Background: an optimization exercise with open tools, aiming at small area, a short achievable clock period and few clock cycles per item. Do not read the settings as production practice.
At most, simulation tests tie the RTL to the original design; equivalence was not proved.
For runs 5 and 6, only the layout was checked, not whether the RTL still works.

## flow/design.v (module list and top-level ports; edited modules follow where they fit)
// module fpu_pipe_unit: 252 lines
// module fpu_booth_enc: 12 lines
// module fpu_mul_cs24: 1330 lines
// module fpu_add48: 229 lines
// module fpu_add31: 141 lines
module fpu_pipe_unit #(
    parameter int EXP_W = 8,
    parameter int MAN_W = 23,
    parameter int TAG_W = 4
) (
    input  logic                 clk,
    input  logic                 rst_n,
    input  logic                 in_valid,
    output logic                 in_ready,
    input  logic [1:0]           in_op,
    input  logic [EXP_W+MAN_W:0] in_a,
    input  logic [EXP_W+MAN_W:0] in_b,
    input  logic [TAG_W-1:0]     in_tag,
    output logic                 out_valid,
    input  logic                 out_ready,
    output logic [EXP_W+MAN_W:0] out_y,
    output logic [TAG_W-1:0]     out_tag,
    output logic [3:0]           out_flags,
    output logic [3:0]           sticky,
    input  logic                 sticky_clr
);
  // ...
==> flow/run.sh <==
#!/bin/bash
# synth_recipe.tcl (not shown) runs the flow's synth.tcl, then flattens the netlist and writes it again
# the make line also repeats each setting of config.mk as NAME=value (left out here)
make -C /OpenROAD-flow-scripts/flow DESIGN_CONFIG=/design/flow/config.mk WORK_HOME=/design/flow/orfs CLKGATE_MAP_FILE= SYNTH_SCRIPT=/design/flow/synth_recipe.tcl finish
==> flow/config.mk <==
export PLATFORM = sky130hd
export DESIGN_NAME = fpu_pipe_unit
export DESIGN_NICKNAME = fpu_pipe_unit
export VERILOG_FILES = /design/flow/design.v
export SDC_FILE = /design/flow/constraint.sdc
export NUM_CORES = 4
export LEC_CHECK = 0
export ABC_AREA = 1
export CAP_MARGIN = 0
export CORE_MARGIN = 2
export CORE_UTILIZATION = 40
export SETUP_SLACK_MARGIN = 5
export SLEW_MARGIN = 0
==> flow/constraint.sdc <==
create_clock -name core_clock -period 10.0 [get_ports {clk}]
set_input_delay 2.0000 -clock core_clock [delete_from_list [all_inputs] [get_ports {clk}]]
set_output_delay 2.0000 -clock core_clock [all_outputs]
set_load 0.01 [all_outputs]
==> run_results.csv, run 1 <==
group,metric,value,unit
cells_and_area,fillers,7793,
placement,port_buffers,120,
detailed_routing,wl_met2,46480,µm
sta,min_period,5001,ps
floorplan,initial_utilization,40.34,%
floorplan,die_area,0.08180,mm²
cells_and_area,multiInputGateArea,0.02020,mm²
clock_network,postCtsSetupBuffers,15,
clock_network,cts.sinks,296,
yosys,synth_area_leaders,"edfxtp_1, fa_1, xor2_1, ha_1, nand2_1",
yosys,yosys.area_share.simple,15.03,%
floorplan,coreArea,0.07887,mm²
detailed_routing,wl_met3,11540,µm
worst_setup_path,r2r-end,"r0_q[31]",
detailed_routing,vias,27500,
yosys,synth_seq_cells,296,
cells_and_area,fin_util,45.53,%
sta,finalWorstSetupSlack,4999,ps
worst_setup_path,crit_path_end,"r0_q[31]",
hold_path,min_delay_path_depth,0,
placement,finalWeightedCongestion,0.9832,
detailed_routing,dr.max_layer_used,"met5",
worst_setup_path,cp_slowest_cell,"edfxtp_1",
detailed_routing,drt-met1-wl,42490,µm
worst_setup_path,cpPeakStageDelay,610,ps
placement,dp.cells,4738,
clock_network,clockBufferDepth,3,
hold_path,hold_end,"ht_q[1]",
worst_setup_path,endpoint_kind,"register",
cells_and_area,final_area,0.03591,mm²
worst_setup_path,reg2reg_from,"a1_q[15]",
cells_and_area,n_all_inverters,553,
cells_and_area,n_all_buffers,248,
detailed_routing,drc_errors,0,
yosys,synth_ff_type,"edfxtp_1",
floorplan,io_pins,121,
yosys,synthMostInstantiatedCell,"nand2_1",
outcome,status,"no timing/DRC/antenna violations",
global_routing,met1_usage,33.67,%
sta,finalHoldViolCount,0,
cells_and_area,nonClkBufAreaFrac,6.199,%
Testbench counts, summed over its fixed seeds: cycles 12,032, items 12,000.
==> run 2: changes to the inputs <==
--- a/flow/config.mk
+++ b/flow/config.mk
@@ -6,8 +6,9 @@
 export NUM_CORES = 4
 export LEC_CHECK = 0
 export ABC_AREA = 1
-export CAP_MARGIN = 0
+export CAP_MARGIN = 20
 export CORE_MARGIN = 2
 export CORE_UTILIZATION = 40
+export CTS_BUF_LIST = sky130_fd_sc_hd__clkbuf_4 sky130_fd_sc_hd__clkbuf_8
 export SETUP_SLACK_MARGIN = 5
-export SLEW_MARGIN = 0
+export SLEW_MARGIN = 20
==> run 2 against run 1 <==
Compared with the run above:
- sequential cell count is the same
- area after synthesis is the same
- die area is the same
- setup slack lost 11 ps
- routed wire length grew 0.25%
- clock-buffer cell count grew 25
==> run_results.csv, run 2 <==
group,metric,value,unit
placement,dp.cells,4738,
yosys,synth_ff_type,"edfxtp_1",
cells_and_area,reg_top3,"r0_q: 48 flops, r1_q: 47 flops, f1_q: 36 flops",
detailed_routing,avgRoutedWirePerCell,22.13,µm
cells_and_area,regMostFlops,"r0_q",
global_routing,overflow,0,
placement,finalWeightedCongestion,0.9832,
cells_and_area,nets,4360,
sta,setup_tns,0,ps
clock_network,clockBufferDepth,3,
flow_run,cap_violations,0,
detailed_routing,vias,27490,
yosys,ys_seq_area_share,27.81,%
cells_and_area,mostFrequentLayoutCells,"nand2_1, inv_1, xor2_1",
worst_setup_path,r2r_cells,11,
detailed_routing,wl_met3,10920,µm
detailed_routing,wl_met2,47240,µm
hold_path,hold_class,"register to register",
sta,setup_viol,0,
clock_network,path_clk_slew,70,ps
global_routing,grt_usage,26.28,%
clock_network,postCtsHoldBufs,0,
yosys,synth_fp_nets,4260,
clock_network,cts_htree_levels,2,
sta,tightestPinTransition,992.1,ps
floorplan,io_pins,121,
worst_setup_path,reg2reg_from,"a1_q[16]",
yosys,synth_area_leaders,"edfxtp_1, fa_1, xor2_1, ha_1, nand2_1",
floorplan,die_area,0.08180,mm²
sta,report.final.slew_viol_count,0,
cells_and_area,area_growth,12.67,%
global_routing,grt_pass1_wl,163500,µm
cells_and_area,fin_util,45.45,%
yosys,synth_cells,3718,
sta,hold_slack,417.1,ps
detailed_routing,drt_wl_total,108700,µm
hold_path,hold_end,"tag3_q[2]",
worst_setup_path,worstPathMaxFanout,11,
hold_path,hp-start,"tag2_q[2]",
hold_path,min_delay_path_depth,0,
cells_and_area,drive_gt1_share,8.443,%
sta,finalHoldViolCount,0,
worst_setup_path,crit_required,10420,ps
yosys,syn_area_per_cell,8.556,µm²
detailed_routing,postRouteAntennaNets,0,
worst_setup_path,rrSetupSlack,4990,ps
cells_and_area,fillers,7816,
detailed_routing,viasPerCell,5.596,
sta,min_period,5011,ps
worst_setup_path,endpoint_kind,"register",
floorplan,die_h,286.0,µm
yosys,yosysUniqueCellTypes,64,
global_routing,grt_max_degree,158,
floorplan,die_w,286.0,µm
yosys,yosysWarnings,1,
floorplan,coreArea,0.07887,mm²
sta,finalCritPeriodShare,50.11,%
detailed_routing,first_iter_violations,2963,
sta,rsz0062_at_grt,"true",
floorplan,initial_utilization,40.34,%
yosys,synthArstFlopShare,2.703,%
worst_setup_path,criticalPathCategory,"register to register",
yosys,synth-edff-count,288,
detailed_routing,drt-pass1-iter-count,8,
worst_setup_path,r2r-end,"r0_q[32]",
floorplan,rows,103,
clock_network,cts.sinks,296,
yosys,synth_top_area_share,27.18,%
clock_network,clock_latency,700,ps
yosys,synthMostInstantiatedCell,"nand2_1",
worst_setup_path,startpoint_type,"register",
yosys,synth_area_leader_cell,"edfxtp_1",
cells_and_area,largest_reg_flops,48,
clock_network,cts_root_buf,"clkbuf_8",
global_routing,grt_pass1_vias,26840,
cells_and_area,finalNonFillerCells,4913,
clock_network,cts_made_buffers,54,
placement,port_buffers,120,
detailed_routing,drt-met1-wl,43230,µm
global_routing,antenna_found_initial,6,
detailed_routing,dr.max_layer_used,"met5",
sta,max_freq,199.5,MHz
yosys,synth_seq_cells,296,
detailed_routing,drc_errors,0,
yosys,yosys-top-cells-count,"nand2_1, inv_1, xor2_1",
cells_and_area,final_common_cell,"nand2_1",
sta,slew_headroom,33.79,%
sta,finClkSkew,56.54,ps
worst_setup_path,crit_arrival,5440,ps
outcome,status,"no timing/DRC/antenna violations",
placement,hpwlAfterDp,75900,µm
clock_network,cts_tree,"built",
yosys,synth_area,0.03181,mm²
run 2: layout make-up:
class                      count  area, µm²  share of cell area, %
timing repair inverter        10      57.56                 0.1606
timing repair buffer         246       2192                  6.116
inverter                     543       2107                  5.878
tap                         1050       1314                  3.665
multi-input combinational   2667      20200                  56.36
sequential                   296       8848                  24.69
antenna                        2      5.005                0.01396
clock buffer                  69      855.8                  2.388
clock inverter                30      264.0                 0.7366
run 2: worst max-delay path: stages, from the launching register on:
cell,delay (ps)
edfxtp_1,340
buf_4,240
clkinvlp_2,820
o22ai_1,430
xor2_1,210
fa_1,460
fa_1,560
inv_1,60
fa_1,500
fa_1,590
nor2_1,90
a21oi_1,410
run 2: kinds of logic after synthesis:
family	count (synthesis)	synth area share, %
compound gates	691	12.77
xor+xnor	363	9.994
fa+ha+maj	467	24.79
buf+inv	759	9.349
flops	296	27.81
mux	8	0.2596
simple gates	1134	15.03
run 2: worst max path at each step:
stage / start / to / slack (ps) / depth (start not counted)
after CTS: r1_q[3] / zz3_q / 5030 / 28
after global placement: out_ready / in_ready / 4220 / 4
after global routing: r0_q[3] / zz3_q / 4850 / 28
after floorplan: out_ready / in_ready / 4780 / 2
final: a1_q[16] / r0_q[32] / 4990 / 11
after detailed placement: out_ready / in_ready / 4240 / 4
run 2: what timing repair did:
action                                  in CTS  in global routing
pin swaps                                    2                  9
resized for setup                           22                 40
buffers inserted                            30                 30
gates cloned                                11                  3
endpoints found under the setup margin      47                 81
run 2: routing by layer:
layer	vias to the layer above	GRT usage, %
met5	-	0
met2	1505	40.30
li1	12530	-
met1	13020	34.16
met3	433	6.108
met4	6	14.91
run 2: metrics by stage:
step                      setup slack (ps)  area [µm²]
after floorplan                       4775       31830
after global placement                4220       33930
after detailed placement              4239       33930
after CTS                             5029       35430
after global routing                  4852       35840
final                                 4989       35840
==> run 3: changes to the inputs <==
--- a/flow/config.mk
+++ b/flow/config.mk
@@ -9,6 +9,5 @@
 export CAP_MARGIN = 20
 export CORE_MARGIN = 2
 export CORE_UTILIZATION = 40
-export CTS_BUF_LIST = sky130_fd_sc_hd__clkbuf_4 sky130_fd_sc_hd__clkbuf_8
 export SETUP_SLACK_MARGIN = 5
 export SLEW_MARGIN = 20
==> run 3 against run 2 <==
Compared with the run above:
- still clean on timing, DRC and antenna
- area after synthesis unchanged
- design area increased by 0.18%
- global-route usage decreased by 0.069 points
- final cell count decreased by 0.63%
- setup slack improved by 11 ps
- core utilization increased by 0.084 points
- register-to-register slack about the same
- fmax increased by 0.21%
==> run_results.csv, run 3 <==
group,metric,value,unit
outcome,status,"no timing/DRC/antenna violations",
yosys,synth_top_family_by_area,"adder cells",
worst_setup_path,crit_arrival,5340,ps
clock_network,cts.sinks,296,
floorplan,die_w,286.0,µm
yosys,synth_ff_type,"edfxtp_1",
flow_run,cap_violations,0,
cells_and_area,regMostFlops,"r0_q",
yosys,synth_xor_area_share,9.994,%
yosys,synth_fa_ha_area_share,24.79,%
clock_network,path_clk_slew,60,ps
detailed_routing,postRouteAntennaNets,0,
global_routing,grt_pass1_vias,26580,
hold_path,min_delay_path_depth,0,
clock_network,cts_tree,"built",
cells_and_area,finalNonFillerCells,4882,
sta,setup_tns,0,ps
detailed_routing,drt-pass1-iter-count,7,
cells_and_area,mostFrequentLayoutCells,"nand2_1, inv_1, xor2_1",
yosys,yosys-top-cells-count,"nand2_1, inv_1, xor2_1",
sta,slew_headroom,26.40,%
yosys,synth_area,0.03181,mm²
placement,dp.cells,4738,
placement,port_buffers,120,
sta,rsz0062_at_grt,"true",
yosys,muxShareOfSynthArea,0.2596,%
yosys,synth_cells,3718,
worst_setup_path,endpoint_kind,"register",
yosys,synthMostInstantiatedCell,"nand2_1",
yosys,ys_seq_area_share,27.81,%
cells_and_area,area_growth,12.88,%
placement,hpwlAfterDp,75900,µm
sta,hold_slack,416.3,ps
yosys,synth_top_area_share,27.18,%
yosys,yosysUniqueCellTypes,64,
clock_network,cts_htree_levels,2,
sta,setup_viol,0,
yosys,synth_area_leaders,"edfxtp_1, fa_1, xor2_1, ha_1, nand2_1",
cells_and_area,reg_top3,"r0_q: 48 flops, r1_q: 47 flops, f1_q: 36 flops",
yosys,synth-edff-count,288,
floorplan,coreArea,0.07887,mm²
sta,max_freq,200.0,MHz
clock_network,cts_root_buf,"clkbuf_16",
worst_setup_path,crit_required,10340,ps
detailed_routing,viasPerCell,5.633,
worst_setup_path,r2r_cells,12,
yosys,yosysWarnings,1,
clock_network,clock_latency,610,ps
detailed_routing,vias,27500,
floorplan,initial_utilization,40.34,%
global_routing,grt_max_degree,158,
yosys,synthArstFlopShare,2.703,%
global_routing,grt_pass1_wl,162900,µm
yosys,syn_area_per_cell,8.556,µm²
detailed_routing,drc_errors,0,
cells_and_area,final_common_cell,"nand2_1",
sta,tightestPinTransition,1094,ps
hold_path,hold_class,"register to register",
global_routing,overflow,0,
global_routing,antenna_found_initial,3,
sta,min_period,5001,ps
worst_setup_path,criticalPathCategory,"register to register",
detailed_routing,avgRoutedWirePerCell,22.22,µm
placement,finalWeightedCongestion,0.9832,
sta,report.final.slew_viol_count,0,
sta,finalHoldViolCount,0,
detailed_routing,first_iter_violations,2991,
yosys,synth_seq_cells,296,
detailed_routing,drt_wl_total,108500,µm
yosys,synth_compound_area_share,12.77,%
clock_network,clockBufferDepth,3,
yosys,yosys.area_share.simple,15.03,%
cells_and_area,drive_gt1_share,7.704,%
floorplan,rows,103,
global_routing,grt_usage,26.21,%
clock_network,postCtsHoldBufs,0,
worst_setup_path,startpoint_type,"register",
yosys,synth_fp_nets,4260,
clock_network,cts_made_buffers,36,
cells_and_area,nets,4344,
floorplan,io_pins,121,
yosys,synth_area_leader_cell,"edfxtp_1",
sta,finalCritPeriodShare,50.01,%
floorplan,die_h,286.0,µm
worst_setup_path,worstPathMaxFanout,19,
sta,finClkSkew,53.70,ps
floorplan,die_area,0.08180,mm²
cells_and_area,largest_reg_flops,48,
==> run 3: cell count changes in the layout (fill, tap and decap cells not counted), moves of 3 or more <==
cell       delta
clkbuf_1      +7
inv_2         -3
clkbuf_4     -15
clkbuf_8     -53
inv_6         +3
clkbuf_16    +36
clkinv_1      -7
==> run 3: area by class of cell <==
type                    count  area, µm²
inverters                 543       2111
multi-input cells        2667      20200
repair buffers            248       2226
clock buffers              44      940.9
fillers                  7793      42960
clock inverters            21      195.2
repair inverters           10      62.56
well taps                1050       1314
diodes                      3      7.507
flip-flops and latches    296       8848
==> run 3: through the flow <==
step | instance area [µm²] | setup slack (ps) | utilization [%]
2_1_floorplan | 31830 | 4775 | -
3_3_place_gp | 33930 | 4220 | 43.02
3_5_place_dp | 33930 | 4239 | 43.02
4_1_cts | 35340 | 4838 | 44.81
5_1_grt | 35900 | 4873 | 45.52
6_report | 35910 | 4999 | 45.53
==> run 3: repair_timing <==
| action | CTS | global route |
|---|---|---|
| buffers inserted | 15 | 47 |
| cloned | 10 | 4 |
| endpoints found under the setup margin | 48 | 86 |
| pin swaps | 2 | 9 |
| gates resized for setup | 20 | 46 |
==> run 3: cells by family after synthesis <==
group	after synthesis
flops	296
mux	8
simple gates	1134
xor+xnor	363
buf+inv	759
compound gates	691
fa+ha+maj	467
==> run 3: final timing paths <==
check / end / startpoint / slack [ps]
max in group asynchronous: v1_q / rst_n / 8010
worst min-delay path: ht_q[1] / tag3_q[1] / 420
worst max-delay path: r0_q[31] / a1_q[15] / 5000
min in group asynchronous: v3_q / rst_n / 1710
worst max register to register: r0_q[31] / a1_q[15] / 5000
worst min register to register: ht_q[1] / tag3_q[1] / 420
==> run 3: routing by layer <==
metal	routed length, µm	GRT usage [%]
met1	42490	33.67
met2	46480	39.70
met3	11540	6.834
met4	7939	15.73
met5	26	0
==> run 3: critical path: stages, from the launching register on <==
cell and delay, ps:
edfxtp_1 610, inv_1 330, buf_6 320, o22ai_1 150
xor2_1 170, fa_1 560, fa_1 450, fa_1 540
inv_1 50, fa_1 510, fa_1 580, nor2_1 90
a21oi_1 360
==> run 4: changes to the inputs <==
--- a/flow/config.mk
+++ b/flow/config.mk
@@ -8,6 +8,6 @@
 export ABC_AREA = 1
 export CAP_MARGIN = 20
 export CORE_MARGIN = 2
-export CORE_UTILIZATION = 40
+export CORE_UTILIZATION = 50
 export SETUP_SLACK_MARGIN = 5
 export SLEW_MARGIN = 20
==> run 4 against run 3 <==
Compared with the run above:
- via count up 3.2%
- area after synthesis did not move
- first-iteration DRC count is 15% higher
- clock skew shrank 4.7 ps
- global-route usage increased by 9.1 points
- register-to-register slack improved by 60 ps
- synthesized cell count stayed put
==> run_results.csv, run 4 <==
group,metric,value,unit
yosys,synthArstFlopShare,2.703,%
cells_and_area,reg_top3,"r0_q: 48 flops, r1_q: 47 flops, f1_q: 36 flops",
yosys,yosysUniqueCellTypes,64,
yosys,ys_seq_area_share,27.81,%
detailed_routing,avgRoutedWirePerCell,25.08,µm
detailed_routing,postRouteAntennaNets,0,
worst_setup_path,worstSetupStartpoint,"f1_q[18]",
detailed_routing,drt-pass1-iter-count,9,
floorplan,die_w,256.2,µm
sta,tightestPinTransition,1014,ps
floorplan,die_area,0.06566,mm²
sta,setup_viol,0,
sta,setup_tns,0,ps
sta,min_period,4942,ps
global_routing,grt_pass1_wl,174300,µm
worst_setup_path,worstPathMaxFanout,21,
placement,hpwlAfterDp,81270,µm
sta,report.final.slew_viol_count,0,
worst_setup_path,endpoint_kind,"register",
sta,slew_headroom,32.39,%
floorplan,coreArea,0.06297,mm²
yosys,synth_cells,3718,
sta,finalHoldViolCount,0,
global_routing,grt_pass1_vias,27850,
clock_network,clock_latency,590,ps
clock_network,cts_root_buf,"clkbuf_16",
placement,port_buffers,120,
floorplan,initial_utilization,50.52,%
sta,max_freq,202.3,MHz
detailed_routing,drc_errors,0,
yosys,synth_seq_cells,296,
cells_and_area,mostFrequentLayoutCells,"nand2_1, inv_1, xor2_1",
cells_and_area,area_growth,12.34,%
detailed_routing,drt_wl_total,117300,µm
flow_run,cap_violations,0,
hold_path,hp-start,"e2_q[2]",
yosys,yosys-top-cells-count,"nand2_1, inv_1, xor2_1",
worst_setup_path,criticalPathCategory,"register to register",
clock_network,cts_tree,"built",
cells_and_area,regMostFlops,"r0_q",
worst_setup_path,startpoint_type,"register",
cells_and_area,nets,4348,
sta,finClkSkew,49.01,ps
clock_network,cts_htree_levels,2,
yosys,syn_area_per_cell,8.556,µm²
yosys,synth-edff-count,288,
outcome,status,"no timing/DRC/antenna violations",
clock_network,cts.sinks,296,
hold_path,hold_class,"register to register",
yosys,synth_area_leader_cell,"edfxtp_1",
yosys,synth_area,0.03181,mm²
detailed_routing,vias,28390,
sta,rsz0062_at_grt,"true",
floorplan,io_pins,121,
cells_and_area,drive_gt1_share,7.935,%
yosys,synth_ff_type,"edfxtp_1",
yosys,synth_top_area_share,27.18,%
worst_setup_path,crit_required,10360,ps
yosys,synth_fp_nets,4260,
yosys,synthMostInstantiatedCell,"nand2_1",
floorplan,rows,92,
placement,finalWeightedCongestion,1.008,
clock_network,postCtsHoldBufs,0,
global_routing,grt_usage,35.30,%
yosys,yosysWarnings,1,
global_routing,grt_max_degree,76,
detailed_routing,first_iter_violations,3434,
cells_and_area,fillers,5801,
yosys,synth_area_leaders,"edfxtp_1, fa_1, xor2_1, ha_1, nand2_1",
cells_and_area,final_common_cell,"nand2_1",
floorplan,die_h,256.2,µm
worst_setup_path,reg2reg_from,"f1_q[18]",
detailed_routing,viasPerCell,6.068,
worst_setup_path,crit_arrival,5300,ps
global_routing,overflow,0,
clock_network,cts_made_buffers,35,
clock_network,path_clk_slew,60,ps
sta,finalCritPeriodShare,49.42,%
cells_and_area,largest_reg_flops,48,
global_routing,antenna_found_initial,6,
clock_network,clockBufferDepth,3,
==> run 4: cell counts after synthesis <==
No cell type changed its count.
==> run 4: through the flow <==
step	setup WS (ps)	cell area [µm²]	hold WS, ps	util, %	std cells
after floorplan	4775	31830	400.3	-	3718
after global placement	4288	33550	403.0	53.28	4519
after detailed placement	4235	33560	404.5	53.29	4519
after CTS	4929	35270	416.1	56.02	4641
after global routing	4928	35740	425.5	56.76	4677
final	5058	35740	415.5	56.76	4678
==> run 4: cell families after synthesis <==
| family | share of synthesized area, % |
|---|---|
| buffers and inverters | 9.349 |
| multiplexers | 0.2596 |
| XOR/XNOR | 9.994 |
| flip-flops | 27.81 |
| adder cells (fa/ha/maj) | 24.79 |
| AND/OR/NAND/NOR | 15.03 |
| AO/OA/AOI/OAI | 12.77 |
==> run 4: layer usage <==
metal	share of wire (%)	global-route usage (%)	wire, µm	up-vias
met1	40	47.08	46650	13610
met3	13	11.42	14810	457
met2	42	51.46	48810	1822
li1	-	-	-	12490
met4	5.9	17.76	6965	12
met5	0.095	0.4386	112	-
==> run 4: layout make-up <==
type,count,area (µm²),area share (%)
antenna,1,2.502,0.007002
clock buffer,44,960.9,2.689
clock inverter,18,158.9,0.4446
inverter,543,2127,5.952
multi-input combinational,2668,20250,56.67
sequential,296,8848,24.76
tap,846,1059,2.962
timing repair buffer,244,2226,6.228
timing repair inverter,18,102.6,0.2871
==> run 4: worst paths after layout <==
path,endpoint,slack (ps),cells after the start
worst min register to register,e3_q[2],420,0
worst min-delay path,e3_q[2],420,0
worst max-delay path,r0_q[33],5060,13
max in group asynchronous,hv_q,7980,1
worst max register to register,r0_q[33],5060,13
min in group asynchronous,sticky_q[3],1730,1
==> run 4: timing repair <==
item,4_1_cts,5_1_grt
endpoints found under the setup margin,80,84
setup buffers,40,33
cloned,20,3
pin swaps,8,6
resized for setup,42,31
==> run 4: critical path: stages, from the launching register on <==
cell and delay (ps):
edfxtp_1 550, inv_1 160, buf_4 410, o22ai_1 170, xor2_1 180, fa_1 520, inv_1 60, fa_1 510
fa_1 550, inv_1 60, fa_1 510, fa_1 640, nor2_1 80, a21oi_2 270
==> module fpu_pipe_unit, before the edit <==
module fpu_pipe_unit #(
    parameter int EXP_W = 8,
    parameter int MAN_W = 23,
    parameter int TAG_W = 4
) (
    input  logic                 clk,
    input  logic                 rst_n,
    input  logic                 in_valid,
    output logic                 in_ready,
    input  logic [1:0]           in_op,
    input  logic [EXP_W+MAN_W:0] in_a,
    input  logic [EXP_W+MAN_W:0] in_b,
    input  logic [TAG_W-1:0]     in_tag,
    output logic                 out_valid,
    input  logic                 out_ready,
    output logic [EXP_W+MAN_W:0] out_y,
    output logic [TAG_W-1:0]     out_tag,
    output logic [3:0]           out_flags,
    output logic [3:0]           sticky,
    input  logic                 sticky_clr
);
    localparam logic [1:0] K_ZERO = 2'd0;
    localparam logic [1:0] K_INF  = 2'd1;
    localparam logic [1:0] K_NAN  = 2'd2;
    localparam logic [1:0] K_NV   = 2'd3;
    logic adv;           
    logic hv_q;          
    assign adv      = !hv_q || out_ready;
    assign in_ready = adv;
    logic        v1_q;
    logic [3:0]  tag1_q;
    logic        mul1_q;
    logic [31:0] a1_q;
    logic [8:0]  b1_q;           
    logic [35:0] f1_q;           
    logic        mzb1_q;         
    logic [11:0] one_in, two_in, neg_in;
    fpu_booth_enc u_enc (.y({1'b1, in_b[22:0]}), .one(one_in), .two(two_in), .neg(neg_in));
    always_ff @(posedge clk or negedge rst_n) begin
        if (!rst_n)   v1_q <= 1'b0;
        else if (adv) v1_q <= in_valid;
    end
    always_ff @(posedge clk) begin
        if (adv) begin
            tag1_q <= in_tag;
            mul1_q <= (in_op == 2'd2);
            a1_q   <= in_a;
            b1_q   <= {in_b[31] ^ (in_op == 2'd1), in_b[30:23]};
            f1_q   <= (in_op == 2'd2) ? {neg_in, two_in, one_in} : {13'd0, in_b[22:0]};
            mzb1_q <= (in_b[22:0] == 23'd0);
        end
    end
    logic       sa, sb;
    logic [7:0] ea, eb;
    logic [22:0] ma, mb;
    logic       za, zb, ia, ib, na, nb, fa, fb;
    assign sa = a1_q[31];
    assign sb = b1_q[8];
    assign ea = a1_q[30:23];
    assign eb = b1_q[7:0];
    assign ma = a1_q[22:0];
    assign mb = f1_q[22:0];
    assign za = (ea == 8'd0);
    assign zb = (eb == 8'd0);
    assign fa = (ea == 8'hFF);
    assign fb = (eb == 8'hFF);
    assign ia = fa && (ma == 23'd0);
    assign ib = fb && mzb1_q;
    assign na = fa && (ma != 23'd0);
    assign nb = fb && !mzb1_q;
    logic       sp2;
    logic [1:0] spk2;
    logic       sps2;
    always_comb begin
        sp2  = 1'b1;
        spk2 = K_NAN;
        sps2 = sa ^ sb;
        if (na || nb) begin
            spk2 = K_NAN;
        end else if (mul1_q) begin
            if ((ia && zb) || (za && ib)) spk2 = K_NV;
            else if (ia || ib)            spk2 = K_INF;
            else if (za || zb)            spk2 = K_ZERO;
            else                          sp2  = 1'b0;
        end else begin
            if (ia && ib && (sa != sb)) spk2 = K_NV;
            else if (ia) begin spk2 = K_INF; sps2 = sa; end
            else if (ib) begin spk2 = K_INF; sps2 = sb; end
            else sp2 = 1'b0;
        end
    end
    logic [47:0] ps, pc;
    fpu_mul_cs24 u_mul (.x({1'b1, ma}), .one(f1_q[11:0]), .two(f1_q[23:12]), .neg(f1_q[35:24]),
                        .y23(1'b1), .s(ps), .c(pc));
    logic [9:0] mexp;
    assign mexp = {2'b00, ea} + {2'b00, eb} - 10'd127;
    logic        a_ge;
    logic [7:0]  dab, dba, ediff, ebig;
    logic [23:0] sig_big, sig_sml;
    logic        sub2, sgn_add;
    fpu_add31 u_cmp (.a(a1_q[30:0]), .b(~{eb, mb}), .ci(1'b1), .s(), .co(a_ge));
    assign dab     = ea - eb;
    assign dba     = eb - ea;
    assign ediff   = a_ge ? dab : dba;
    assign ebig    = a_ge ? ea : eb;
    assign sig_big = a_ge ? (za ? 24'd0 : {1'b1, ma}) : (zb ? 24'd0 : {1'b1, mb});
    assign sig_sml = a_ge ? (zb ? 24'd0 : {1'b1, mb}) : (za ? 24'd0 : {1'b1, ma});
    assign sub2    = sa ^ sb;
    assign sgn_add = a_ge ? sa : sb;
    logic [26:0] al0, al1, al2, al3, al4, al5, sml_al;
    logic        st1, st2, st3, st4, st5, big_sh;
    assign big_sh = (ediff[7:5] != 3'd0);
    assign al0 = {sig_sml, 3'b000};
    assign st1 = ediff[4] && (al0[15:0] != 16'd0);
    assign al1 = ediff[4] ? {16'd0, al0[26:16]} : al0;
    assign st2 = ediff[3] && (al1[7:0] != 8'd0);
    assign al2 = ediff[3] ? {8'd0, al1[26:8]} : al1;
    assign st3 = ediff[2] && (al2[3:0] != 4'd0);
    assign al3 = ediff[2] ? {4'd0, al2[26:4]} : al2;
    assign st4 = ediff[1] && (al3[1:0] != 2'd0);
    assign al4 = ediff[1] ? {2'd0, al3[26:2]} : al3;
    assign st5 = ediff[0] && al4[0];
    assign al5 = ediff[0] ? {1'd0, al4[26:1]} : al4;
    assign sml_al = big_sh ? {26'd0, (sig_sml != 24'd0)}
                           : {al5[26:1], al5[0] | st1 | st2 | st3 | st4 | st5};
    logic        v2_q;
    logic [3:0]  tag2_q;
    logic        mul2_q, sp2_q, sgn2_q;
    logic [1:0]  spk2_q;
    logic [9:0]  e2_q;
    logic [47:0] r0_q, r1_q;
    always_ff @(posedge clk or negedge rst_n) begin
        if (!rst_n)   v2_q <= 1'b0;
        else if (adv) v2_q <= v1_q;
    end
    always_ff @(posedge clk) begin
        if (adv) begin
            tag2_q <= tag1_q;
            mul2_q <= mul1_q;
            sp2_q  <= sp2;
            spk2_q <= spk2;
            if (mul1_q) begin
                sgn2_q <= sp2 ? sps2 : (sa ^ sb);
                e2_q   <= mexp;
                r0_q   <= ps;
                r1_q   <= pc;
            end else begin
                sgn2_q <= sp2 ? sps2 : sgn_add;
                e2_q   <= {2'b00, ebig};
                r0_q   <= {1'b0, sig_big, 3'b000, {20{sub2}}};
                r1_q   <= {sub2, sml_al ^ {27{sub2}}, 19'd0, sub2};
            end
        end
    end
    logic [47:0] sum;
    logic [27:0] z;
    logic [4:0]  lz;
    logic        zz;
    fpu_add48 u_sum (.a(r0_q), .b(r1_q), .s(sum), .co());
    assign z   = {sum[47:21], mul2_q ? (sum[20:0] != 21'd0) : sum[20]};
    assign zz  = (z[26:0] == 27'd0);
    always_comb begin
        lz = 5'd0;
        for (int i = 0; i < 27; i++) begin
            if (z[i]) lz = 5'(26 - i);
        end
    end
    logic        v3_q;
    logic [3:0]  tag3_q;
    logic        sp3_q, sgn3_q, zz3_q;
    logic [1:0]  spk3_q;
    logic [27:0] z3_q;
    logic [4:0]  lz3_q;
    logic [9:0]  e3_q;
    always_ff @(posedge clk or negedge rst_n) begin
        if (!rst_n)   v3_q <= 1'b0;
        else if (adv) v3_q <= v2_q;
    end
    always_ff @(posedge clk) begin
        if (adv) begin
            tag3_q <= tag2_q;
            sp3_q  <= sp2_q;
            spk3_q <= spk2_q;
            sgn3_q <= sgn2_q;
            zz3_q  <= !z[27] && zz;
            z3_q   <= z;
            lz3_q  <= lz;
            e3_q   <= e2_q;
        end
    end
    logic [26:0] nm;
    logic [9:0]  e4;
    logic        up, inx, cy, ovf, unf;
    logic [30:0] rnd;
    logic [31:0] y4;
    logic [3:0]  f4;
    assign e4  = z3_q[27] ? (e3_q + 10'd1) : (e3_q - {5'd0, lz3_q});
    assign nm  = z3_q[27] ? {z3_q[27:2], z3_q[1] | z3_q[0]} : (z3_q[26:0] << lz3_q);
    assign up  = nm[2] && (nm[1] || nm[0] || nm[3]);
    assign inx = nm[2] || nm[1] || nm[0];
    fpu_add31 u_rnd (.a({e4[7:0], nm[25:3]}), .b(31'd0), .ci(up), .s(rnd), .co());
    assign cy  = up && (nm[25:3] == 23'h7FFFFF);
    assign ovf = (!e4[9] && (e4[8] || (e4[7:0] == 8'hFF)))
              || (e4 == 10'd254 && cy);
    assign unf = e4[9] || (e4 == 10'd0 && !cy);
    always_comb begin
        f4 = 4'b0000;
        if (sp3_q) begin
            case (spk3_q)
                K_ZERO:  y4 = {sgn3_q, 31'd0};
                K_INF:   y4 = {sgn3_q, 8'hFF, 23'd0};
                default: y4 = 32'hFFFFFFFF;
            endcase
            if (spk3_q == K_NV) f4 = 4'b1000;
        end else if (zz3_q) begin
            y4 = 32'd0;
        end else if (ovf) begin
            y4 = {sgn3_q, 8'hFF, 23'd0};
            f4 = 4'b0101;
        end else if (unf) begin
            y4 = {sgn3_q, 31'd0};
            f4 = 4'b0011;
        end else begin
            y4 = {sgn3_q, rnd};
            f4 = {3'b000, inx};
        end
    end
    logic [31:0] hy_q;
    logic [3:0]  ht_q, hf_q;
    logic [3:0]  sticky_q;
    always_ff @(posedge clk or negedge rst_n) begin
        if (!rst_n)   hv_q <= 1'b0;
        else if (adv) hv_q <= v3_q;
    end
    always_ff @(posedge clk) begin
        if (adv) begin
            hy_q <= y4;
            ht_q <= tag3_q;
            hf_q <= f4;
        end
    end
    always_ff @(posedge clk or negedge rst_n) begin
        if (!rst_n)          sticky_q <= 4'd0;
        else if (sticky_clr) sticky_q <= 4'd0;
        else if (hv_q && out_ready)        sticky_q <= sticky_q | hf_q;
    end
    assign out_valid = hv_q;
    assign out_y     = hy_q;
    assign out_tag   = ht_q;
    assign out_flags = hf_q;
    assign sticky    = sticky_q;
endmodule
==> run 5: changes to the inputs <==
--- a/flow/design.v
+++ b/flow/design.v
@@ -98,7 +98,7 @@
     logic [7:0]  dab, dba, ediff, ebig;
     logic [23:0] sig_big, sig_sml;
     logic        sub2, sgn_add;
-    fpu_add31 u_cmp (.a(a1_q[30:0]), .b(~{eb, mb}), .ci(1'b1), .s(), .co(a_ge));
+    assign a_ge    = (a1_q[30:0] >= {eb, mb});
     assign dab     = ea - eb;
     assign dba     = eb - ea;
     assign ediff   = a_ge ? dab : dba;
@@ -156,7 +156,7 @@
     logic [27:0] z;
     logic [4:0]  lz;
     logic        zz;
-    fpu_add48 u_sum (.a(r0_q), .b(r1_q), .s(sum), .co());
+    assign sum = r0_q + r1_q;
     assign z   = {sum[47:21], mul2_q ? (sum[20:0] != 21'd0) : sum[20]};
     assign zz  = (z[26:0] == 27'd0);
     always_comb begin
@@ -198,7 +198,7 @@
     assign nm  = z3_q[27] ? {z3_q[27:2], z3_q[1] | z3_q[0]} : (z3_q[26:0] << lz3_q);
     assign up  = nm[2] && (nm[1] || nm[0] || nm[3]);
     assign inx = nm[2] || nm[1] || nm[0];
-    fpu_add31 u_rnd (.a({e4[7:0], nm[25:3]}), .b(31'd0), .ci(up), .s(rnd), .co());
+    assign rnd = {e4[7:0], nm[25:3]} + {30'd0, up};
     assign cy  = up && (nm[25:3] == 23'h7FFFFF);
     assign ovf = (!e4[9] && (e4[8] || (e4[7:0] == 8'hFF)))
               || (e4 == 10'd254 && cy);
@@ -1592,373 +1592,3 @@
     assign s[47] = fs298;
     assign c[47] = fc297;
 endmodule
-module fpu_add48 (input wire [47:0] a, input wire [47:0] b, output wire [47:0] s, output wire co);
-    wire [47:0] p0 = a ^ b;
-    wire [47:0] g0 = a & b;
-    wire G1 = g0[1] | (p0[1] & g0[0]);
-    wire P1 = p0[1] & p0[0];
-    wire G2 = g0[3] | (p0[3] & g0[2]);
-    wire P2 = p0[3] & p0[2];
-    wire G3 = g0[5] | (p0[5] & g0[4]);
-    wire P3 = p0[5] & p0[4];
-    wire G4 = g0[7] | (p0[7] & g0[6]);
-    wire P4 = p0[7] & p0[6];
-    wire G5 = g0[9] | (p0[9] & g0[8]);
-    wire P5 = p0[9] & p0[8];
-    wire G6 = g0[11] | (p0[11] & g0[10]);
-    wire P6 = p0[11] & p0[10];
-    wire G7 = g0[13] | (p0[13] & g0[12]);
-    wire P7 = p0[13] & p0[12];
-    wire G8 = g0[15] | (p0[15] & g0[14]);
-    wire P8 = p0[15] & p0[14];
-    wire G9 = g0[17] | (p0[17] & g0[16]);
-    wire P9 = p0[17] & p0[16];
-    wire G10 = g0[19] | (p0[19] & g0[18]);
-    wire P10 = p0[19] & p0[18];
-    wire G11 = g0[21] | (p0[21] & g0[20]);
-    wire P11 = p0[21] & p0[20];
-    wire G12 = g0[23] | (p0[23] & g0[22]);
-    wire P12 = p0[23] & p0[22];
-    wire G13 = g0[25] | (p0[25] & g0[24]);
-    wire P13 = p0[25] & p0[24];
-    wire G14 = g0[27] | (p0[27] & g0[26]);
-    wire P14 = p0[27] & p0[26];
-    wire G15 = g0[29] | (p0[29] & g0[28]);
-    wire P15 = p0[29] & p0[28];
-    wire G16 = g0[31] | (p0[31] & g0[30]);
-    wire P16 = p0[31] & p0[30];
-    wire G17 = g0[33] | (p0[33] & g0[32]);
-    wire P17 = p0[33] & p0[32];
-    wire G18 = g0[35] | (p0[35] & g0[34]);
-    wire P18 = p0[35] & p0[34];
-    wire G19 = g0[37] | (p0[37] & g0[36]);
-    wire P19 = p0[37] & p0[36];
-    wire G20 = g0[39] | (p0[39] & g0[38]);
-    wire P20 = p0[39] & p0[38];
-    wire G21 = g0[41] | (p0[41] & g0[40]);
-    wire P21 = p0[41] & p0[40];
-    wire G22 = g0[43] | (p0[43] & g0[42]);
-    wire P22 = p0[43] & p0[42];
-    wire G23 = g0[45] | (p0[45] & g0[44]);
-    wire P23 = p0[45] & p0[44];
-    wire G24 = g0[47] | (p0[47] & g0[46]);
-    wire P24 = p0[47] & p0[46];
-    wire G25 = G2 | (P2 & G1);
-    wire P25 = P2 & P1;
-    wire G26 = G4 | (P4 & G3);
-    wire P26 = P4 & P3;
-    wire G27 = G6 | (P6 & G5);
-    wire P27 = P6 & P5;
-    wire G28 = G8 | (P8 & G7);
-    wire P28 = P8 & P7;
-    wire G29 = G10 | (P10 & G9);
-    wire P29 = P10 & P9;
-    wire G30 = G12 | (P12 & G11);
-    wire P30 = P12 & P11;
-    wire G31 = G14 | (P14 & G13);
-    wire P31 = P14 & P13;
-    wire G32 = G16 | (P16 & G15);
-    wire P32 = P16 & P15;
-    wire G33 = G18 | (P18 & G17);
-    wire P33 = P18 & P17;
-    wire G34 = G20 | (P20 & G19);
-    wire P34 = P20 & P19;
-    wire G35 = G22 | (P22 & G21);
-    wire P35 = P22 & P21;
-    wire G36 = G24 | (P24 & G23);
-    wire P36 = P24 & P23;
-    wire G37 = G26 | (P26 & G25);
-    wire P37 = P26 & P25;
-    wire G38 = G28 | (P28 & G27);
-    wire P38 = P28 & P27;
-    wire G39 = G30 | (P30 & G29);
-    wire P39 = P30 & P29;
-    wire G40 = G32 | (P32 & G31);
-    wire P40 = P32 & P31;
-    wire G41 = G34 | (P34 & G33);
-    wire P41 = P34 & P33;
-    wire G42 = G36 | (P36 & G35);
-    wire P42 = P36 & P35;
-    wire G43 = G38 | (P38 & G37);
-    wire P43 = P38 & P37;
-    wire G44 = G40 | (P40 & G39);
-    wire P44 = P40 & P39;
-    wire G45 = G42 | (P42 & G41);
-    wire P45 = P42 & P41;
-    wire G46 = G44 | (P44 & G43);
-    wire P46 = P44 & P43;
-    wire G47 = G45 | (P45 & G46);
-    wire P47 = P45 & P46;
-    wire G48 = G39 | (P39 & G43);
-    wire P48 = P39 & P43;
-    wire G49 = G41 | (P41 & G46);
-    wire P49 = P41 & P46;
-    wire G50 = G27 | (P27 & G37);
-    wire P50 = P27 & P37;
-    wire G51 = G29 | (P29 & G43);
-    wire P51 = P29 & P43;
-    wire G52 = G31 | (P31 & G48);
-    wire P52 = P31 & P48;
-    wire G53 = G33 | (P33 & G46);
-    wire P53 = P33 & P46;
-    wire G54 = G35 | (P35 & G49);
-    wire P54 = P35 & P49;
-    wire G55 = G3 | (P3 & G25);
-    wire P55 = P3 & P25;
-    wire G56 = G5 | (P5 & G37);
-    wire P56 = P5 & P37;
-    wire G57 = G7 | (P7 & G50);
-    wire P57 = P7 & P50;
-    wire G58 = G9 | (P9 & G43);
-    wire P58 = P9 & P43;
-    wire G59 = G11 | (P11 & G51);
-    wire P59 = P11 & P51;
-    wire G60 = G13 | (P13 & G48);
-    wire P60 = P13 & P48;
-    wire G61 = G15 | (P15 & G52);
-    wire P61 = P15 & P52;
-    wire G62 = G17 | (P17 & G46);
-    wire P62 = P17 & P46;
-    wire G63 = G19 | (P19 & G53);
-    wire P63 = P19 & P53;
-    wire G64 = G21 | (P21 & G49);
-    wire P64 = P21 & P49;
-    wire G65 = G23 | (P23 & G54);
-    wire P65 = P23 & P54;
-    wire G66 = g0[2] | (p0[2] & G1);
-    wire P66 = p0[2] & P1;
-    wire G67 = g0[4] | (p0[4] & G25);
-    wire P67 = p0[4] & P25;
-    wire G68 = g0[6] | (p0[6] & G55);
-    wire P68 = p0[6] & P55;
-    wire G69 = g0[8] | (p0[8] & G37);
-    wire P69 = p0[8] & P37;
-    wire G70 = g0[10] | (p0[10] & G56);
-    wire P70 = p0[10] & P56;
-    wire G71 = g0[12] | (p0[12] & G50);
-    wire P71 = p0[12] & P50;
-    wire G72 = g0[14] | (p0[14] & G57);
-    wire P72 = p0[14] & P57;
-    wire G73 = g0[16] | (p0[16] & G43);
-    wire P73 = p0[16] & P43;
-    wire G74 = g0[18] | (p0[18] & G58);
-    wire P74 = p0[18] & P58;
-    wire G75 = g0[20] | (p0[20] & G51);
-    wire P75 = p0[20] & P51;
-    wire G76 = g0[22] | (p0[22] & G59);
-    wire P76 = p0[22] & P59;
-    wire G77 = g0[24] | (p0[24] & G48);
-    wire P77 = p0[24] & P48;
-    wire G78 = g0[26] | (p0[26] & G60);
-    wire P78 = p0[26] & P60;
-    wire G79 = g0[28] | (p0[28] & G52);
-    wire P79 = p0[28] & P52;
-    wire G80 = g0[30] | (p0[30] & G61);
-    wire P80 = p0[30] & P61;
-    wire G81 = g0[32] | (p0[32] & G46);
-    wire P81 = p0[32] & P46;
-    wire G82 = g0[34] | (p0[34] & G62);
-    wire P82 = p0[34] & P62;
-    wire G83 = g0[36] | (p0[36] & G53);
-    wire P83 = p0[36] & P53;
-    wire G84 = g0[38] | (p0[38] & G63);
-    wire P84 = p0[38] & P63;
-    wire G85 = g0[40] | (p0[40] & G49);
-    wire P85 = p0[40] & P49;
-    wire G86 = g0[42] | (p0[42] & G64);
-    wire P86 = p0[42] & P64;
-    wire G87 = g0[44] | (p0[44] & G54);
-    wire P87 = p0[44] & P54;
-    wire G88 = g0[46] | (p0[46] & G65);
-    wire P88 = p0[46] & P65;
-    assign s[0] = p0[0];
-    assign s[1] = p0[1] ^ g0[0];
-    assign s[2] = p0[2] ^ G1;
-    assign s[3] = p0[3] ^ G66;
-    assign s[4] = p0[4] ^ G25;
-    assign s[5] = p0[5] ^ G67;
-    assign s[6] = p0[6] ^ G55;
-    assign s[7] = p0[7] ^ G68;
-    assign s[8] = p0[8] ^ G37;
-    assign s[9] = p0[9] ^ G69;
-    assign s[10] = p0[10] ^ G56;
-    assign s[11] = p0[11] ^ G70;
-    assign s[12] = p0[12] ^ G50;
-    assign s[13] = p0[13] ^ G71;
-    assign s[14] = p0[14] ^ G57;
-    assign s[15] = p0[15] ^ G72;
-    assign s[16] = p0[16] ^ G43;
-    assign s[17] = p0[17] ^ G73;
-    assign s[18] = p0[18] ^ G58;
-    assign s[19] = p0[19] ^ G74;
-    assign s[20] = p0[20] ^ G51;
-    assign s[21] = p0[21] ^ G75;
-    assign s[22] = p0[22] ^ G59;
-    assign s[23] = p0[23] ^ G76;
-    assign s[24] = p0[24] ^ G48;
-    assign s[25] = p0[25] ^ G77;
-    assign s[26] = p0[26] ^ G60;
-    assign s[27] = p0[27] ^ G78;
-    assign s[28] = p0[28] ^ G52;
-    assign s[29] = p0[29] ^ G79;
-    assign s[30] = p0[30] ^ G61;
-    assign s[31] = p0[31] ^ G80;
-    assign s[32] = p0[32] ^ G46;
-    assign s[33] = p0[33] ^ G81;
-    assign s[34] = p0[34] ^ G62;
-    assign s[35] = p0[35] ^ G82;
-    assign s[36] = p0[36] ^ G53;
-    assign s[37] = p0[37] ^ G83;
-    assign s[38] = p0[38] ^ G63;
-    assign s[39] = p0[39] ^ G84;
-    assign s[40] = p0[40] ^ G49;
-    assign s[41] = p0[41] ^ G85;
-    assign s[42] = p0[42] ^ G64;
-    assign s[43] = p0[43] ^ G86;
-    assign s[44] = p0[44] ^ G54;
-    assign s[45] = p0[45] ^ G87;
-    assign s[46] = p0[46] ^ G65;
-    assign s[47] = p0[47] ^ G88;
-    assign co = G47;
-endmodule
-module fpu_add31 (input wire [30:0] a, input wire [30:0] b, input wire ci, output wire [30:0] s, output wire co);
-    wire [30:0] p0 = a ^ b;
-    wire [30:0] g0 = a & b;
-    wire gc0 = g0[0] | (p0[0] & ci);
-    wire G1 = g0[1] | (p0[1] & gc0);
-    wire P1 = p0[1] & p0[0];
-    wire G2 = g0[3] | (p0[3] & g0[2]);
-    wire P2 = p0[3] & p0[2];
-    wire G3 = g0[5] | (p0[5] & g0[4]);
-    wire P3 = p0[5] & p0[4];
-    wire G4 = g0[7] | (p0[7] & g0[6]);
-    wire P4 = p0[7] & p0[6];
-    wire G5 = g0[9] | (p0[9] & g0[8]);
-    wire P5 = p0[9] & p0[8];
-    wire G6 = g0[11] | (p0[11] & g0[10]);
-    wire P6 = p0[11] & p0[10];
-    wire G7 = g0[13] | (p0[13] & g0[12]);
-    wire P7 = p0[13] & p0[12];
-    wire G8 = g0[15] | (p0[15] & g0[14]);
-    wire P8 = p0[15] & p0[14];
-    wire G9 = g0[17] | (p0[17] & g0[16]);
-    wire P9 = p0[17] & p0[16];
-    wire G10 = g0[19] | (p0[19] & g0[18]);
-    wire P10 = p0[19] & p0[18];
-    wire G11 = g0[21] | (p0[21] & g0[20]);
-    wire P11 = p0[21] & p0[20];
-    wire G12 = g0[23] | (p0[23] & g0[22]);
-    wire P12 = p0[23] & p0[22];
-    wire G13 = g0[25] | (p0[25] & g0[24]);
-    wire P13 = p0[25] & p0[24];
-    wire G14 = g0[27] | (p0[27] & g0[26]);
-    wire P14 = p0[27] & p0[26];
-    wire G15 = g0[29] | (p0[29] & g0[28]);
-    wire P15 = p0[29] & p0[28];
-    wire G16 = G2 | (P2 & G1);
-    wire P16 = P2 & P1;
-    wire G17 = G4 | (P4 & G3);
-    wire P17 = P4 & P3;
-    wire G18 = G6 | (P6 & G5);
-    wire P18 = P6 & P5;
-    wire G19 = G8 | (P8 & G7);
-    wire P19 = P8 & P7;
-    wire G20 = G10 | (P10 & G9);
-    wire P20 = P10 & P9;
-    wire G21 = G12 | (P12 & G11);
-    wire P21 = P12 & P11;
-    wire G22 = G14 | (P14 & G13);
-    wire P22 = P14 & P13;
-    wire G23 = G17 | (P17 & G16);
-    wire P23 = P17 & P16;
-    wire G24 = G19 | (P19 & G18);
-    wire P24 = P19 & P18;
-    wire G25 = G21 | (P21 & G20);
-    wire P25 = P21 & P20;
-    wire G26 = G24 | (P24 & G23);
-    wire P26 = P24 & P23;
-    wire G27 = G25 | (P25 & G26);
-    wire P27 = P25 & P26;
-    wire G28 = G18 | (P18 & G23);
-    wire P28 = P18 & P23;
-    wire G29 = G20 | (P20 & G26);
-    wire P29 = P20 & P26;
-    wire G30 = G22 | (P22 & G27);
-    wire P30 = P22 & P27;
-    wire G31 = G3 | (P3 & G16);
-    wire P31 = P3 & P16;
-    wire G32 = G5 | (P5 & G23);
-    wire P32 = P5 & P23;
-    wire G33 = G7 | (P7 & G28);
-    wire P33 = P7 & P28;
-    wire G34 = G9 | (P9 & G26);
-    wire P34 = P9 & P26;
-    wire G35 = G11 | (P11 & G29);
-    wire P35 = P11 & P29;
-    wire G36 = G13 | (P13 & G27);
-    wire P36 = P13 & P27;
-    wire G37 = G15 | (P15 & G30);
-    wire P37 = P15 & P30;
-    wire G38 = g0[2] | (p0[2] & G1);
-    wire P38 = p0[2] & P1;
-    wire G39 = g0[4] | (p0[4] & G16);
-    wire P39 = p0[4] & P16;
-    wire G40 = g0[6] | (p0[6] & G31);
-    wire P40 = p0[6] & P31;
-    wire G41 = g0[8] | (p0[8] & G23);
-    wire P41 = p0[8] & P23;
-    wire G42 = g0[10] | (p0[10] & G32);
-    wire P42 = p0[10] & P32;
-    wire G43 = g0[12] | (p0[12] & G28);
-    wire P43 = p0[12] & P28;
-    wire G44 = g0[14] | (p0[14] & G33);
-    wire P44 = p0[14] & P33;
-    wire G45 = g0[16] | (p0[16] & G26);
-    wire P45 = p0[16] & P26;
-    wire G46 = g0[18] | (p0[18] & G34);
-    wire P46 = p0[18] & P34;
-    wire G47 = g0[20] | (p0[20] & G29);
-    wire P47 = p0[20] & P29;
-    wire G48 = g0[22] | (p0[22] & G35);
-    wire P48 = p0[22] & P35;
-    wire G49 = g0[24] | (p0[24] & G27);
-    wire P49 = p0[24] & P27;
-    wire G50 = g0[26] | (p0[26] & G36);
-    wire P50 = p0[26] & P36;
-    wire G51 = g0[28] | (p0[28] & G30);
-    wire P51 = p0[28] & P30;
-    wire G52 = g0[30] | (p0[30] & G37);
-    wire P52 = p0[30] & P37;
-    assign s[0] = p0[0] ^ ci;
-    assign s[1] = p0[1] ^ gc0;
-    assign s[2] = p0[2] ^ G1;
-    assign s[3] = p0[3] ^ G38;
-    assign s[4] = p0[4] ^ G16;
-    assign s[5] = p0[5] ^ G39;
-    assign s[6] = p0[6] ^ G31;
-    assign s[7] = p0[7] ^ G40;
-    assign s[8] = p0[8] ^ G23;
-    assign s[9] = p0[9] ^ G41;
-    assign s[10] = p0[10] ^ G32;
-    assign s[11] = p0[11] ^ G42;
-    assign s[12] = p0[12] ^ G28;
-    assign s[13] = p0[13] ^ G43;
-    assign s[14] = p0[14] ^ G33;
-    assign s[15] = p0[15] ^ G44;
-    assign s[16] = p0[16] ^ G26;
-    assign s[17] = p0[17] ^ G45;
-    assign s[18] = p0[18] ^ G34;
-    assign s[19] = p0[19] ^ G46;
-    assign s[20] = p0[20] ^ G29;
-    assign s[21] = p0[21] ^ G47;
-    assign s[22] = p0[22] ^ G35;
-    assign s[23] = p0[23] ^ G48;
-    assign s[24] = p0[24] ^ G27;
-    assign s[25] = p0[25] ^ G49;
-    assign s[26] = p0[26] ^ G36;
-    assign s[27] = p0[27] ^ G50;
-    assign s[28] = p0[28] ^ G30;
-    assign s[29] = p0[29] ^ G51;
-    assign s[30] = p0[30] ^ G37;
-    assign co = G52;
-endmodule
--- a/flow/config.mk
+++ b/flow/config.mk
@@ -8,6 +8,6 @@
 export ABC_AREA = 1
 export CAP_MARGIN = 20
 export CORE_MARGIN = 2
-export CORE_UTILIZATION = 50
+export CORE_UTILIZATION = 40
 export SETUP_SLACK_MARGIN = 5
 export SLEW_MARGIN = 20
==> run 5 against run 4 <==
Compared with the run above:
- still clean
- synthesized cell count is 6.8% higher
- sequential cell count is the same
- global-route usage down 8.8 points
- die area up 28%
- routed wire length fell by 4.6%
- critical path type unchanged
==> run_results.csv, run 5 <==
group,metric,value,unit
yosys,synth_xor_area_share,9.992,%
clock_network,cts_tree,"built",
clock_network,postCtsHoldBufs,0,
detailed_routing,avgRoutedWirePerCell,21.79,µm
yosys,synth_cells,3969,
floorplan,die_w,289.5,µm
yosys,synth_area,0.03261,mm²
yosys,yosys.area_share.simple,16.68,%
worst_setup_path,endpoint_kind,"register",
yosys,synth_seq_cells,296,
detailed_routing,postRouteAntennaNets,0,
flow_run,cap_violations,0,
outcome,status,"no timing/DRC/antenna violations",
worst_setup_path,reg2reg_from,"f1_q[17]",
floorplan,rows,104,
cells_and_area,regMostFlops,"r0_q",
sta,report.final.slew_viol_count,0,
clock_network,clock_latency,600,ps
yosys,synthMostInstantiatedCell,"nand2_1",
detailed_routing,viasPerCell,5.620,
yosys,synth_top_area_share,26.52,%
yosys,synth_fa_ha_area_share,22.27,%
placement,hpwlAfterDp,79470,µm
hold_path,hp-start,"tag2_q[1]",
sta,finalCritPeriodShare,49.57,%
yosys,yosys-top-cells-count,"nand2_1, inv_1, xor2_1",
cells_and_area,final_area,0.03677,mm²
global_routing,antenna_found_initial,2,
sta,min_period,4957,ps
cells_and_area,nets,4556,
hold_path,min_delay_path_depth,0,
yosys,yosysWarnings,1,
worst_setup_path,startpoint_type,"register",
sta,finalHoldViolCount,0,
yosys,syn_area_per_cell,8.215,µm²
yosys,synth_top_family_by_area,"adder cells",
cells_and_area,largest_reg_flops,48,
worst_setup_path,r2r_cells,13,
yosys,synthArstFlopShare,2.703,%
yosys,synth_fp_nets,4475,
detailed_routing,drc_errors,0,
sta,finClkSkew,36.73,ps
yosys,yosysUniqueCellTypes,65,
yosys,muxShareOfSynthArea,0.3147,%
cells_and_area,reg_top3,"r0_q: 48 flops, r1_q: 47 flops, f1_q: 36 flops",
yosys,synth_compound_area_share,14.23,%
global_routing,grt_pass1_wl,168100,µm
global_routing,grt_usage,26.51,%
cells_and_area,fillers,8055,
clock_network,cts_root_buf,"clkbuf_16",
yosys,synth-edff-count,288,
yosys,ys_seq_area_share,27.14,%
yosys,synth_ff_type,"edfxtp_1",
worst_setup_path,crit_required,10300,ps
floorplan,initial_utilization,40.42,%
worst_setup_path,criticalPathCategory,"register to register",
floorplan,die_h,289.5,µm
sta,setup_viol,0,
clock_network,clockBufferDepth,3,
hold_path,hold_class,"register to register",
placement,finalWeightedCongestion,0.9680,
detailed_routing,vias,28880,
worst_setup_path,r2r-end,"r0_q[31]",
sta,max_freq,201.7,MHz
floorplan,io_pins,121,
floorplan,coreArea,0.08068,mm²
hold_path,hold_end,"tag3_q[1]",
clock_network,path_clk_slew,50,ps
clock_network,cts_made_buffers,37,
sta,setup_tns,0,ps
cells_and_area,num_antenna_cells,0,
cells_and_area,drive_gt1_share,8.068,%
detailed_routing,drt-pass1-iter-count,6,
global_routing,grt_max_degree,120,
worst_setup_path,worstPathMaxFanout,21,
detailed_routing,drt_wl_total,112000,µm
worst_setup_path,rrSetupSlack,5040,ps
detailed_routing,first_iter_violations,3067,
global_routing,overflow,0,
sta,tightestPinTransition,1138,ps
placement,port_buffers,120,
global_routing,grt_pass1_vias,27980,
worst_setup_path,crit_arrival,5250,ps
cells_and_area,mostFrequentLayoutCells,"nand2_1, inv_1, xor2_1",
sta,rsz0062_at_grt,"true",
sta,slew_headroom,23.43,%
yosys,synth_area_leader_cell,"edfxtp_1",
cells_and_area,final_common_cell,"nand2_1",
clock_network,cts_htree_levels,2,
placement,postPlaceCellArea,0.03469,mm²
yosys,synth_area_leaders,"edfxtp_1, fa_1, xor2_1, nand2_1, ha_1",
clock_network,cts.sinks,296,
floorplan,die_area,0.08382,mm²
cells_and_area,area_growth,12.77,%
-- run 5: cell types whose count changed after synthesis, moves of 21 or more --
cell and change:
a21oi_1 +60, nand2_1 +89, nor2_1 +65, inv_2 +21
fa_1 -23, o21ai_0 -23, o21ai_1 +45, nand3_1 -43
-- run 5: how the worst max path moves through the flow --
| stage | from | to | slack, ps | depth (start not counted) |
|---|---|---|---|---|
| 2_1_floorplan | out_ready | in_ready | 4780 | 2 |
| 6_report | f1_q[17] | r0_q[31] | 5040 | 13 |
| 5_1_grt | f1_q[10] | r1_q[25] | 4940 | 22 |
| 3_5_place_dp | b1_q[0] | r1_q[26] | 3580 | 19 |
| 4_1_cts | a1_q[17] | r0_q[26] | 5020 | 11 |
| 3_3_place_gp | b1_q[0] | r1_q[27] | 3710 | 23 |
-- run 5: what timing repair did --
action / in CTS / in global routing
gates cloned: 7 / 5
setup buffers: 15 / 54
pin swaps: 1 / 3
setup endpoints to repair: 109 / 62
resized for setup: 30 / 33
-- run 5: area by class of cell --
cell class / count / area [µm²] / area share [%]
Sequential cell: 296 / 8848 / 24.07
Timing Repair Buffer: 249 / 2271 / 6.176
Timing Repair inverter: 8 / 42.54 / 0.1157
Tap cell: 1060 / 1326 / 3.607
Multi-Input combinational cell: 2892 / 20840 / 56.67
Clock inverter: 25 / 269.0 / 0.7316
Inverter: 566 / 2218 / 6.033
Clock buffer: 42 / 954.7 / 2.596
-- run 5: metal layers --
metal | track usage (%) | wire length (µm)
met1 | 34.23 | 44860
met5 | 0 | 0
met2 | 41.30 | 49130
met4 | 15.00 | 7491
met3 | 5.683 | 10480
-- run 5: cells by family after synthesis --
| kind of cell | after synthesis |
|---|---|
| flops | 296 |
| mux | 10 |
| buf+inv | 785 |
| xor+xnor | 372 |
| simple gates | 1283 |
| fa+ha+maj | 431 |
| compound gates | 792 |
-- run 5: critical path, cell delays in order, from the launching register on --
cell,delay [ps]
edfxtp_1,500
inv_1,340
buf_6,350
o22ai_1,140
xor2_1,180
fa_1,610
inv_1,100
fa_1,470
fa_1,550
inv_1,60
fa_1,500
fa_1,480
nor2_1,260
a21oi_2,120
-- run 5: through the flow --
step / hold slack [ps] / setup WS (ps) / std cells / util (%)
3_3_place_gp: 400.7 / 3714 / 4990 / 43.00
2_1_floorplan: 400.3 / 4775 / 3969 / -
4_1_cts: 418.1 / 5022 / 5079 / 44.83
6_report: 416.9 / 5043 / 5138 / 45.58
3_5_place_dp: 404.5 / 3579 / 4990 / 43.00
5_1_grt: 423.6 / 4939 / 5138 / 45.58
==> run 6: changes to the inputs <==
--- a/flow/config.mk
+++ b/flow/config.mk
@@ -9,5 +9,5 @@
 export CAP_MARGIN = 20
 export CORE_MARGIN = 2
 export CORE_UTILIZATION = 40
-export SETUP_SLACK_MARGIN = 5
+export SETUP_SLACK_MARGIN = 4.5
 export SLEW_MARGIN = 20
==> run 6 against run 5 <==
Compared with the run above:
- sequential cell count did not move
- sequential share of layout area up 0.51 points
- area after synthesis did not move
- hold slack got worse by 4.1 ps
- routed wire length fell by 1.7%
- clock skew increased by 4.7 ps
- via count shrank 1.4%
==> run_results.csv, run 6 <==
group,metric,value,unit
worst_setup_path,endpoint_kind,"register",
yosys,synth-edff-count,288,
cells_and_area,reg_top3,"r0_q: 48 flops, r1_q: 47 flops, f1_q: 36 flops",
sta,max_freq,184.3,MHz
detailed_routing,drt-pass1-iter-count,7,
yosys,synthArstFlopShare,2.703,%
yosys,ys_seq_area_share,27.14,%
placement,postPlaceCellArea,0.03473,mm²
worst_setup_path,worstPathMaxFanout,19,
worst_setup_path,crit_chain,"inv_2 > xor2_1 > fa_1 > inv_1 > fa_1 > fa_1 > inv_1 > fa_1 > fa_1 > nor2_1 > a21oi_1",
placement,hpwlAfterDp,80470,µm
detailed_routing,first_iter_violations,2976,
worst_setup_path,cpMostUsedCell,"fa_1",
detailed_routing,viasPerCell,5.611,
clock_network,cts_htree_levels,2,
worst_setup_path,crit_required,10280,ps
floorplan,die_w,289.5,µm
yosys,synth_seq_cells,296,
worst_setup_path,cpPeakStageDelay,850,ps
clock_network,cts_tree,"built",
floorplan,initial_utilization,40.42,%
clock_network,postCtsHoldBufs,0,
sta,slew_headroom,19.79,%
outcome,status,"no timing/DRC/antenna violations",
cells_and_area,largest_reg_flops,48,
detailed_routing,vias,28480,
floorplan,io_pins,121,
sta,finClkSkew,41.42,ps
worst_setup_path,r2r_cells,11,
worst_setup_path,criticalPathCategory,"register to register",
global_routing,grt_max_degree,70,
sta,setup_tns,0,ps
sta,min_period,5427,ps
sta,tightestPinTransition,1202,ps
flow_run,cap_violations,0,
worst_setup_path,crit_arrival,5710,ps
placement,dp.cells,4997,
clock_network,cts_root_buf,"clkbuf_16",
worst_setup_path,crit_buf_inv,3,
cells_and_area,drive_gt1_share,6.052,%
yosys,synth_top_area_share,26.52,%
detailed_routing,postRouteAntennaNets,0,
placement,finalWeightedCongestion,1.006,
detailed_routing,avgRoutedWirePerCell,21.69,µm
cells_and_area,final_common_cell,"nand2_1",
global_routing,grt_usage,25.99,%
worst_setup_path,cp_slowest_cell,"edfxtp_1",
global_routing,grt_pass1_vias,27520,
worst_setup_path,critPathTopFamily,"adder cells",
worst_setup_path,crit_cells,11,
sta,setup_viol,0,
detailed_routing,drc_errors,0,
global_routing,grt_pass1_wl,165600,µm
cells_and_area,fin_util,44.63,%
floorplan,die_area,0.08382,mm²
yosys,synth_ff_type,"edfxtp_1",
cells_and_area,nets,4494,
yosys,yosysWarnings,1,
yosys,yosysUniqueCellTypes,65,
floorplan,die_h,289.5,µm
hold_path,min_delay_path_depth,0,
hold_path,hold_class,"register to register",
cells_and_area,finalNonFillerCells,5076,
clock_network,clock_latency,590,ps
global_routing,overflow,0,
[run 6: metrics by stage]
step	worst slack, ps	hold WS (ps)
floorplan	4775	400.3
global route	4601	425.4
CTS	4517	413.7
finish	4573	412.8
detailed placement	3984	404.5
global placement	4107	400.6
[run 6: cell type report]
cell class                 instances  area, µm²
timing repair buffer             193       1755
antenna                            1      2.502
clock buffer                      48      977.2
clock inverter                    18      152.6
inverter                         566       2152
fill                            8065      44670
sequential                       296       8848
timing repair inverter             3      15.01
tap                             1060       1326
multi-input combinational       2891      20780
[run 6: repair_timing]
action                                  CTS  global route
cloned                                    3             3
pin swaps                                 1             0
endpoints found under the setup margin   26            29
gates resized for setup                   4            12
setup buffers                             1             5
[run 6: worst register-to-register path, delay by kind of cell, from the launching register on]
kind	cells	cell delay, ps
XOR/XNOR	1	310
AO/OA/AOI/OAI	1	440
buffers and inverters	3	680
AND/OR/NAND/NOR	1	80
flip-flops	1	850
adder cells (fa/ha/maj)	5	2760
[run 6: per-layer routing]
| metal | global-route usage [%] | vias up | routed length [µm] |
|---|---|---|---|
| met5 | 0 | - | 32 |
| met4 | 13.49 | 4 | 6452 |
| met3 | 5.306 | 370 | 10590 |
| met2 | 41.01 | 1462 | 48890 |
| met1 | 33.76 | 13440 | 44110 |
| li1 | - | 13200 | - |
[run 6: path summary, 6_finish.rpt]
check / startpoint / to / slack (ps)
min in group asynchronous: rst_n / sticky_q[1] / 1710
max in group asynchronous: rst_n / sticky_q[3] / 8020
max reg2reg: f1_q[28] / r0_q[31] / 4570
min: e2_q[2] / e3_q[2] / 410
min reg2reg: e2_q[2] / e3_q[2] / 410
max: f1_q[28] / r0_q[31] / 4570
[run 6: logic make-up after synthesis]
logic type	count (synthesis)	share of synthesized area (%)
buf+inv	785	9.371
mux	10	0.3147
compound gates	792	14.23
xor+xnor	372	9.992
flops	296	27.14
simple gates	1283	16.68
fa+ha+maj	431	22.27

[port drivers added, routing unchanged]
How much do the figures lean on ideal ports? The routed layouts below were timed once more, with nothing changed but the port constraints.
Step 1: set_driving_cell puts a clkbuf_16 on clk and a buf_2 on each other input, an assumption about the parent block.
Step 2, shift: input delay + t, output delay - t, t = (earliest + latest rising clock arrival at the registers) / 2. This alone moves slack from input paths to output paths.
a / b / c = ideal ports / drivers / drivers and shift; a / b = the first two.
run	t (ns)	setup WS [ns]	worst setup path after step 2	worst data-port slew with drivers (ns)
run 1	0.647	4.999 / 4.999 / 4.999	register to register	0.07
run 2	0.727	4.989 / 4.989 / 4.989	register to register	0.06
run 3	0.647	4.999 / 4.999 / 4.999	register to register	0.07
run 4	0.625	5.058 / 5.022 / 4.698	input to register	0.05
run 5	0.641	5.043 / 5.043 / 4.633	input to register	0.05
run 6	0.629	4.573 / 4.573 / 4.573	register to register	0.06
After both steps setup and hold are still met in every run listed. For run 5, which loses most, drivers alone change the setup slack by 0.000 ns; drivers and shift together by -0.410 ns.
